Background: an optimization exercise with open tools, aiming at small area, a short achievable clock period and few clock cycles. Do not read the settings as production practice.
Function was not checked in any run shown here: the RTL went through the layout flow alone.

==> flow/design.v, too long to show whole: its modules and the start of the top module <==
// module qsim_seq: 165 lines
// module qsim_cmac: 2674 lines
// module qsim_top: 65 lines
module qsim_top
(
  input  wire        clk,
  input  wire        reset_n,
  input  wire        dut_valid,
  output wire        dut_ready,
  output wire        q_state_input_sram_write_enable,
  output qsim_pkg::addr_t q_state_input_sram_write_address,
  output qsim_pkg::word_t q_state_input_sram_write_data,
  output qsim_pkg::addr_t q_state_input_sram_read_address,
  input  qsim_pkg::word_t q_state_input_sram_read_data,
  output wire        q_state_output_sram_write_enable,
  output qsim_pkg::addr_t q_state_output_sram_write_address,
  output qsim_pkg::word_t q_state_output_sram_write_data,
  input  qsim_pkg::word_t q_state_output_sram_read_data,
  output wire        scratchpad_sram_write_enable,
  output qsim_pkg::addr_t scratchpad_sram_write_address,
  output qsim_pkg::word_t scratchpad_sram_write_data,
  output qsim_pkg::addr_t scratchpad_sram_read_address,
  input  qsim_pkg::word_t scratchpad_sram_read_data,
  output qsim_pkg::addr_t q_gates_sram_read_address,
  input  qsim_pkg::word_t q_gates_sram_read_data
);
  // ...
==> flow/flow/run.sh <==
#!/bin/bash
set -euo pipefail
export SETUP_SLACK_MARGIN=${MARGIN:-5.4}
export BUFFER_PORTS_ARGS="-buffer_cell sky130_fd_sc_hd__buf_2"
sed '1s/-nofsm -noshare /-nofsm -noshare -noabc /' synth_recipe.tcl > synth_noabc.tcl
grep -q -- '-noabc' synth_noabc.tcl
sed 's#/synth_recipe\.tcl#/synth_noabc.tcl#g' standard.sh > standard_noabc.sh
grep -q 'synth_noabc.tcl' standard_noabc.sh
bash standard_noabc.sh > standard.log 2>&1
==> flow/standard.sh <==
#!/bin/bash
# synth_recipe.tcl (not shown) runs the flow's synth.tcl, then flattens the netlist and writes it again
# the make line also repeats each setting of config.mk as NAME=value (left out here)
make -C /OpenROAD-flow-scripts/flow DESIGN_CONFIG=/design/flow/config.mk WORK_HOME=/design/flow/orfs CLKGATE_MAP_FILE= SYNTH_SCRIPT=/design/flow/synth_recipe.tcl "${@:-finish}"
==> flow/config.mk <==
export PLATFORM = sky130hd
export DESIGN_NAME = qsim_top
export DESIGN_NICKNAME = qsim_top
export VERILOG_FILES = /design/flow/design.v
export SDC_FILE = /design/flow/constraint.sdc
export NUM_CORES = 4
export LEC_CHECK = 0
export CAP_MARGIN = 20
export CORE_MARGIN = 2
export CORE_UTILIZATION = 40
export SLEW_MARGIN = 20
==> flow/constraint.sdc <==
create_clock -name core_clock -period 9.0 [get_ports {clk}]
set_input_delay 1.8000 -clock core_clock [delete_from_list [all_inputs] [get_ports {clk}]]
set_output_delay 1.8000 -clock core_clock [all_outputs]
set_load 0.01 [all_outputs]
==> summary.txt, run 1 <==
outcome: complete, no violations
most frequent cell after synthesis: xnor2_1
Port Buffers: 236
DRC errors left: 0
Final Cell Area: 35300 sq um
clock-pin transition on the worst setup and hold timing paths: 0.06 ns
normalized max-slew margin: 27.0%
Clock Skews: 0.0424 ns
num sequential: 336
routed wl met3: 10.7 mm
Routed met2 length: 45.9 mm
Slowest-stage cell, CP: maj3_2
crit end category: register
CP Buf/Inv Count: 0
leading area contributor after synthesis: fa_1
FP Rows: 104
global-route wire length before repair: 150 mm
clock buffers: 49
layer with the highest usage: met2
Yosys warning total: 2
main combinational cell family by area after synthesis: adder cells
M1 WL: 39.2 mm
Largest regs: qsim_cmac_i.acc x32, qsim_cmac_i.g_q x32
Tcrit/Tclk final: 41.2%
Initial Util: 40.3%
r2r worst-path depth: 12
Seq/Total Area, Yosys: 21.7%
==> inputs of run 2 (changes only) <==
--- a/flow/flow/run.sh
+++ b/flow/flow/run.sh
@@ -1,4 +1,12 @@
 #!/bin/bash
+# The standard layout (standard.sh) with these changes:
+#  - synthesis skips the quick "abc -fast" pass inside Yosys's synth (-noabc);
+#    otherwise that pass rewrites the generated full-adder trees so that
+#    extract_fa finds most adders with inverted inputs and outputs, which
+#    leaves several hundred inverters between the adder cells. Registers,
+#    flattening and renaming are as in synth_recipe.tcl.
+#  - every port still gets its buffer, but a plain buf_2 instead of the
+#    clkdlybuf4s50_1 that buffer_ports picks by itself.
 set -euo pipefail
 export SETUP_SLACK_MARGIN=${MARGIN:-5.4}
 export BUFFER_PORTS_ARGS="-buffer_cell sky130_fd_sc_hd__buf_2"
--- a/flow/config.mk
+++ b/flow/config.mk
@@ -8,4 +8,6 @@
 export CAP_MARGIN = 20
 export CORE_MARGIN = 2
 export CORE_UTILIZATION = 40
+export CTS_CLUSTER_DIAMETER = 80
+export CTS_CLUSTER_SIZE = 30
 export SLEW_MARGIN = 20
==> summary.txt, run 2 <==
most frequent cell after synthesis: xnor2_1
top cells by instance count after synthesis: xnor2_1, a22oi_1, fa_1, dfxtp_1, clkbuf_1
die span in x: 288 um
hold path depth: 0
TNS Setup: 0 ns
cts hold-fix bufs: 0
clk buf depth: 3
Port Buffers: 236 (unchanged)
DIE AREA: 82900 sq um
final wirelength: 99.5 mm
Critical Path Max Stage Delay: 0.60 ns
main combinational cell family by area after synthesis: adder cells
HPWL Detailed: 61.4 mm
routed vias/inst: 5.78
Max Slew Vio Count: 0
Clock Skews: 0.0770 ns (+0.0346 ns)
Critical Path Stages: 10
chip height: 288 um
top post-synthesis cells by area: fa_1, dfxtp_1, xnor2_1
commonest non-fill, non-tap cells in the layout: xnor2_1, a22oi_1, fa_1
synthesized cell area: 32300 sq um
DRT antenna net count: 0
clock latency (worst-skew pair): 0.65 ns
global placer's final weighted congestion: 0.838
outcome: complete, no violations
complex-gate fraction of the synthesized area: 15.6%
setup slack, reg-to-reg: 5.32 ns
largest net degree at the start of global routing: 38
Setup Viol. Count Final: 0
Critical Path End: qsim_cmac_i.acc[13]
share of the synthesized area in the top cell type: 26.2%
share of cells above drive strength 1: 15.6%
Post-synth top flop: dfxtp_1
XOR/XNOR Fraction of Synth Area: 16.7%
crit path cell chain: fa_1 -> fa_1 -> fa_1 -> fa_1 -> ha_4 -> a311oi_2 -> o21ai_2 -> a31o_2 -> a211oi_2 -> nor2_1
via count: 24200
clock tree from TritonCTS: done
CP required: 9.55 ns
First-pass DRT Iterations: 7
number of global-route vias before repair: 24700
Post-Synth Adder-Cell Area: 31.2%
worst slew pin tran: 1.03 ns
Max-cap violations: 0
library cells used by synthesis: 72
global-route wire length before repair: 149 mm (-0.59%)
Largest regs: qsim_cmac_i.acc x32, qsim_cmac_i.g_q x32
Core Region: 80200 sq um
Initial Util: 40.3% (unchanged)
Largest delay share family, worst path: adder cells
Data arrival, critical path: 4.22 ns
r2r worst-path depth: 10 (-2)
syn avg cell area: 10.3 sq um
RSZ-0062 raised after global routing: yes
post-synthesis simple-gate area fraction: 5.71%
crit end category: register
CTS Buf Count: 26
Fmax: 272 MHz
Final min period: 3.68 ns
mux contribution to synthesized area: 1.19%
normalized max-slew margin: 31.3% (+4.3 points)
leading area contributor after synthesis: fa_1
Tcrit/Tclk final: 40.9% (-0.34 points)
Slowest-stage cell, CP: fa_1
Yosys warning total: 2 (unchanged)
Worst setup SP type: register
Final Hold Vio Count: 0
Root Driver: clkbuf_16
EDFF count, synth: 29
FP Rows: 104 (unchanged)
Layout Nets: 3768
CTS H-Tree Depth: 1
Worst R2R Start: qsim_cmac_i.r2073
critical path launch point: qsim_cmac_i.r2073
I/O pins: 327
Tightest Hold Check Type: register to register
critical path class: register to register
Total GRT Usage: 23.4%
DRC errors left: 0 (unchanged)
Clock Sinks: 336
commonest non-fill, non-tap cell in the layout: xnor2_1
CP Buf/Inv Count: 0 (unchanged)
clock-pin transition on the worst setup and hold timing paths: 0.11 ns (+0.05 ns)
worst reg2reg endpoint: qsim_cmac_i.acc[13]
register bit count reported by yosys: 336
Seq/Total Area, Yosys: 21.7% (unchanged)
initial drt markers: 2186
Crit Path Max Fanout: 4
initial antenna violation count: 11
Top cell by count, worst path: fa_1
routed len/inst: 23.8 um
asr flop ratio synth: 0%
total grt overflow: 0
Cells after Synth: 3137
Syn-to-layout area delta: 8.20%
[run 2: cell counts after synthesis]
Identical to the previous run, type by type.
[run 2: timing repair]
item | 4_1_cts | 5_1_grt
hold endpoints to repair | 0 | 0
setup buffers | 6 | 5
gates resized for setup | 57 | 41
setup endpoints to repair | 33 | 49
cloned | 0 | 1
pin swaps | 33 | 22
[run 2: worst reg2reg max path, cell delays in order, from the launching register on]
cell	delay, ns
dfxtp_2	0.34
fa_1	0.51
fa_1	0.44
fa_1	0.50
fa_1	0.60
ha_4	0.23
a311oi_2	0.34
o21ai_2	0.13
a31o_2	0.26
a211oi_2	0.18
nor2_1	0.06
[run 2: cell families (layout without fill, tap and decap cells)]
| family | after synthesis | after routing |
|---|---|---|
| adders and majority gates | 555 | 555 |
| DFF | 336 | 336 |
| buffers and inverters | 533 | 458 |
| and+or+nand+nor | 369 | 369 |
| AOI/OAI and AO/OA | 691 | 691 |
| other | 1 | 60 |
| muxes | 38 | 38 |
| xor gates and xnor gates | 614 | 614 |
[run 2: layout make-up]
| type | instances | area (sq um) |
|---|---|---|
| clock inverters | 18 | 300 |
| clock buffers | 30 | 696 |
| inverters | 112 | 420 |
| fillers | 7669 | 45200 |
| well taps | 1060 | 1330 |
| multi-input cells | 2325 | 23200 |
| flip-flops and latches | 336 | 7180 |
| diodes | 2 | 5.00 |
| repair buffers | 298 | 1780 |
[run 2: how the worst min path moves through the flow]
stage / to / slack, ns / from
after floorplan: qsim_cmac_i.first_p / 0.31 / qsim_seq_i.first2
after detailed placement: qsim_cmac_i.first_p / 0.32 / qsim_seq_i.first2
after CTS: qsim_cmac_i.first_p / 0.35 / qsim_seq_i.first2
after global placement: qsim_seq_i.src_p[1] / 0.32 / qsim_seq_i.src_p[0]
final: qsim_cmac_i.first_p / 0.34 / qsim_seq_i.first2
after global routing: qsim_cmac_i.first_p / 0.35 / qsim_seq_i.first2
[run 2: through the flow]
stage	worst slack [ns]	cells	area, sq um	hold WS, ns	utilization [%]
after floorplan	5.40	3194	32600	0.310	-
after global placement	4.86	4119	33400	0.316	41.7
after detailed placement	4.82	4119	33400	0.318	41.7
after CTS	5.28	4173	34700	0.352	43.3
after global routing	5.19	4181	34900	0.353	43.6
final	5.32	4181	34900	0.344	43.6
[run 2: routing by layer]
layer | global-route usage, % | wire length [um] | up-vias
met4 | 7.54 | 3550 | 18
met2 | 38.3 | 46100 | 1398
met3 | 5.28 | 10200 | 292
li1 | - | - | 10400
met1 | 30.6 | 39600 | 12000
met5 | 0 | 143 | -
==> inputs of run 3 (changes only) <==
--- a/flow/flow/run.sh
+++ b/flow/flow/run.sh
@@ -5,11 +5,11 @@
 #    extract_fa finds most adders with inverted inputs and outputs, which
 #    leaves several hundred inverters between the adder cells. Registers,
 #    flattening and renaming are as in synth_recipe.tcl.
-#  - every port still gets its buffer, but a plain buf_2 instead of the
+#  - every port still gets its buffer, but a plain buf_1 instead of the
 #    clkdlybuf4s50_1 that buffer_ports picks by itself.
 set -euo pipefail
 export SETUP_SLACK_MARGIN=${MARGIN:-5.4}
-export BUFFER_PORTS_ARGS="-buffer_cell sky130_fd_sc_hd__buf_2"
+export BUFFER_PORTS_ARGS="-buffer_cell sky130_fd_sc_hd__buf_1"
 sed '1s/-nofsm -noshare /-nofsm -noshare -noabc /' synth_recipe.tcl > synth_noabc.tcl
 grep -q -- '-noabc' synth_noabc.tcl
 sed 's#/synth_recipe\.tcl#/synth_noabc.tcl#g' standard.sh > standard_noabc.sh
==> summary.txt, run 3 <==
library cells used by synthesis: 72 (unchanged)
r2r worst-path depth: 12 (+2)
die span in x: 288 um (unchanged)
I/O pins: 327 (unchanged)
final worst setup slack: 5.29 ns (-0.0378 ns)
Final Hold Vio Count: 0 (unchanged)
cell count after placement: 4120 (+0.024%)
Clock Sinks: 336 (unchanged)
clock tree from TritonCTS: done
Layout Nets: 3773 (+0.13%)
Tightest Hold Check Type: register to register
CTS H-Tree Depth: 1 (unchanged)
worst slack, placed: 4.69 ns (-0.136 ns)
routed len/inst: 23.9 um (+0.55%)
critical path class: register to register
setup slack, reg-to-reg: 5.29 ns (-0.04 ns)
EDFF count, synth: 29 (unchanged)
synthesized cell area: 32300 sq um (unchanged)
crit path cell chain: maj3_1 -> maj3_1 -> maj3_1 -> maj3_2 -> ha_1 -> a21o_1 -> a21oi_2 -> o211ai_1 -> a221oi_4 -> a21oi_2 -> nor4_1 -> a311o_1
Total GRT Usage: 23.5% (+0.16 points)
CP required: 9.54 ns (about the same)
largest net degree at the start of global routing: 38 (unchanged)
Final min period: 3.71 ns (+0.0378 ns)
commonest non-fill, non-tap cell in the layout: xnor2_1
Cells after Synth: 3137 (unchanged)
normalized max-slew margin: 41.9% (+11 points)
Initial Util: 40.3% (unchanged)
most frequent cell after synthesis: xnor2_1
initial antenna violation count: 5 (-6)
fill cell count: 7694 (+0.33%)
final wirelength: 100 mm (+0.63%)
clk buf depth: 3 (unchanged)
Port Buffers: 236 (unchanged)
Root Driver: clkbuf_16
Max-cap violations: 0 (unchanged)
Clock Skews: 0.0265 ns (-0.0505 ns)
syn avg cell area: 10.3 sq um (unchanged)
top post-synthesis cells by area: fa_1, dfxtp_1, xnor2_1
Hold Path Origin: qsim_seq_i.first2
top cells by instance count after synthesis: xnor2_1, a22oi_1, fa_1, dfxtp_1, clkbuf_1
total grt overflow: 0 (unchanged)
Worst setup SP type: register
asr flop ratio synth: 0% (unchanged)
clock latency (worst-skew pair): 0.61 ns (-0.04 ns)
worst reg2reg endpoint: qsim_cmac_i.acc[12]
FP Rows: 104 (unchanged)
Post-synth top flop: dfxtp_1
worst slew pin tran: 0.872 ns (-0.159 ns)
Max Slew Vio Count: 0 (unchanged)
Tcrit/Tclk final: 41.3% (+0.42 points)
global-route wire length before repair: 150 mm (+0.74%)
First-pass DRT Iterations: 7 (unchanged)
Hold Slack: 0.332 ns (-0.0112 ns)
clock-pin transition on the worst setup and hold timing paths: 0.10 ns (about the same)
CTS Buf Count: 25 (-3.8%)
register bit count reported by yosys: 336 (unchanged)
Seq/Total Area, Yosys: 21.7% (unchanged)
TNS Setup: 0 ns (unchanged)
Top cell by count, worst path: maj3_1
number of global-route vias before repair: 24700 (-0.23%)
DRC errors left: 0 (unchanged)
Post-Layout Cell Count: 4184 (+0.072%)
leading area contributor after synthesis: fa_1
Slowest-stage cell, CP: a221oi_4
Fmax: 269 MHz (-1.0%)
Worst R2R Start: qsim_cmac_i.r2131
commonest non-fill, non-tap cells in the layout: xnor2_1, a22oi_1, fa_1
initial drt markers: 2336 (+6.9%)
crit end category: register
chip height: 288 um (unchanged)
share of the synthesized area in the top cell type: 26.2% (unchanged)
Critical Path Max Stage Delay: 0.43 ns (-0.17 ns)
RSZ-0062 raised after global routing: yes
outcome: complete, no violations
routed vias/inst: 5.81 (+0.59%)
Yosys warning total: 2 (unchanged)
HPWL Detailed: 61.5 mm (+0.29%)
Setup Viol. Count Final: 0 (unchanged)
Syn-to-layout area delta: 7.47%
Crit Path Max Fanout: 4 (unchanged)
global placer's final weighted congestion: 0.829 (-1.1%)
Data arrival, critical path: 4.26 ns (+0.04 ns)
DRT antenna net count: 0 (unchanged)
Hold Path End: qsim_cmac_i.first_p
via count: 24300 (+0.66%)
share of cells above drive strength 1: 8.33% (-7.3 points)
Largest regs: qsim_cmac_i.acc x32, qsim_cmac_i.g_q x32
DIE AREA: 82900 sq um (unchanged)
hold path depth: 0 (unchanged)
Core Region: 80200 sq um (unchanged)
==> run 3: cell counts after synthesis <==
No cell type changed its count.
==> run 3: what timing repair did <==
action,in CTS,in global routing
setup endpoints to repair,44,64
setup buffers,8,8
gates cloned,0,1
pin swaps,34,18
endpoints found under the hold margin,0,0
hold buffers,0,0
gates resized for setup,42,65
==> run 3: worst max-delay path: cells and delay by family, from the launching register on <==
kind                       cells  cell delay, ns
adders and majority gates      5            1.80
and+or+nand+nor                1            0.20
DFF                            1            0.32
AOI/OAI and AO/OA              6            1.34
==> run 3: cell families after synthesis <==
| kind of cell | count (synthesis) | share of synthesized area, % |
|---|---|---|
| flip-flops | 336 | 21.7 |
| other | 1 | 0.0116 |
| buffers and inverters | 533 | 7.83 |
| adder cells (fa/ha/maj) | 555 | 31.2 |
| multiplexers | 38 | 1.19 |
| XOR/XNOR | 614 | 16.7 |
| AND/OR/NAND/NOR | 369 | 5.71 |
| AO/OA/AOI/OAI | 691 | 15.6 |
==> run 3: routing by layer <==
metal,global-route usage (%),part of all wire [%],up-vias
met5,0,0.064,-
met4,8.15,3.5,10
met3,5.36,11,277
met2,38.1,46,1430
met1,30.9,40,12200
li1,-,-,10400
==> run 3: per-stage QoR <==
stage / utilization [%] / cell area, sq um
after floorplan: - / 32600
after global placement: 41.4 / 33200
after detailed placement: 41.4 / 33200
after CTS: 42.8 / 34300
after global routing: 43.3 / 34700
final: 43.3 / 34700
==> run 3: how the worst max path moves through the flow <==
| stage | startpoint | end | cells past startpoint |
|---|---|---|---|
| after floorplan | qsim_cmac_i.r2073 | qsim_cmac_i.acc[12] | 13 |
| after global placement | reset_n | qsim_seq_i.gates_left[7] | 3 |
| after detailed placement | q_state_input_sram_read_data[16] | qsim_seq_i.gates_left[9] | 8 |
| after CTS | qsim_cmac_i.r2131 | qsim_cmac_i.acc[13] | 12 |
| after global routing | qsim_cmac_i.r2022 | qsim_cmac_i.acc[28] | 13 |
| final | qsim_cmac_i.r2131 | qsim_cmac_i.acc[12] | 12 |
==> run 3: final cells by class <==
type | count | area (sq um) | area share, %
antenna | 1 | 2.50 | 0.00722
clock buffer | 27 | 633 | 1.83
clock inverter | 19 | 344 | 0.992
inverter | 112 | 424 | 1.22
multi-input combinational | 2325 | 23200 | 67.0
sequential | 336 | 7180 | 20.7
tap | 1060 | 1330 | 3.82
timing repair buffer | 304 | 1540 | 4.44

[separate check: timing with driven ports]
No port has a modelled driver above. Below, the same layouts with a new extraction and two added sets of constraints. Step 1, drivers: a clkbuf_16 drives clk and a buf_2 each remaining input, both assumed. Step 2, shift: input delay + t, output delay - t, t = (earliest + latest rising clock arrival at the registers) / 2. This alone moves slack from input paths to output paths. Three values: no drivers, after step 1, after step 2; two values: the first two.
| run | shift t [ns] | slack for setup (ns) | worst slew at a driven data input, ns |
|---|---|---|---|
| run 1 | 0.660 | 5.293 / 5.293 / 5.039 | 0.07 |
| run 2 | 0.674 | 5.323 / 5.323 / 5.030 | 0.07 |
| run 3 | 0.659 | 5.286 / 5.286 / 4.948 | 0.08 |
After both steps every run listed still meets setup and hold. For run 3, which loses most, drivers alone change the setup slack by 0.000 ns; drivers and shift together by -0.338 ns.
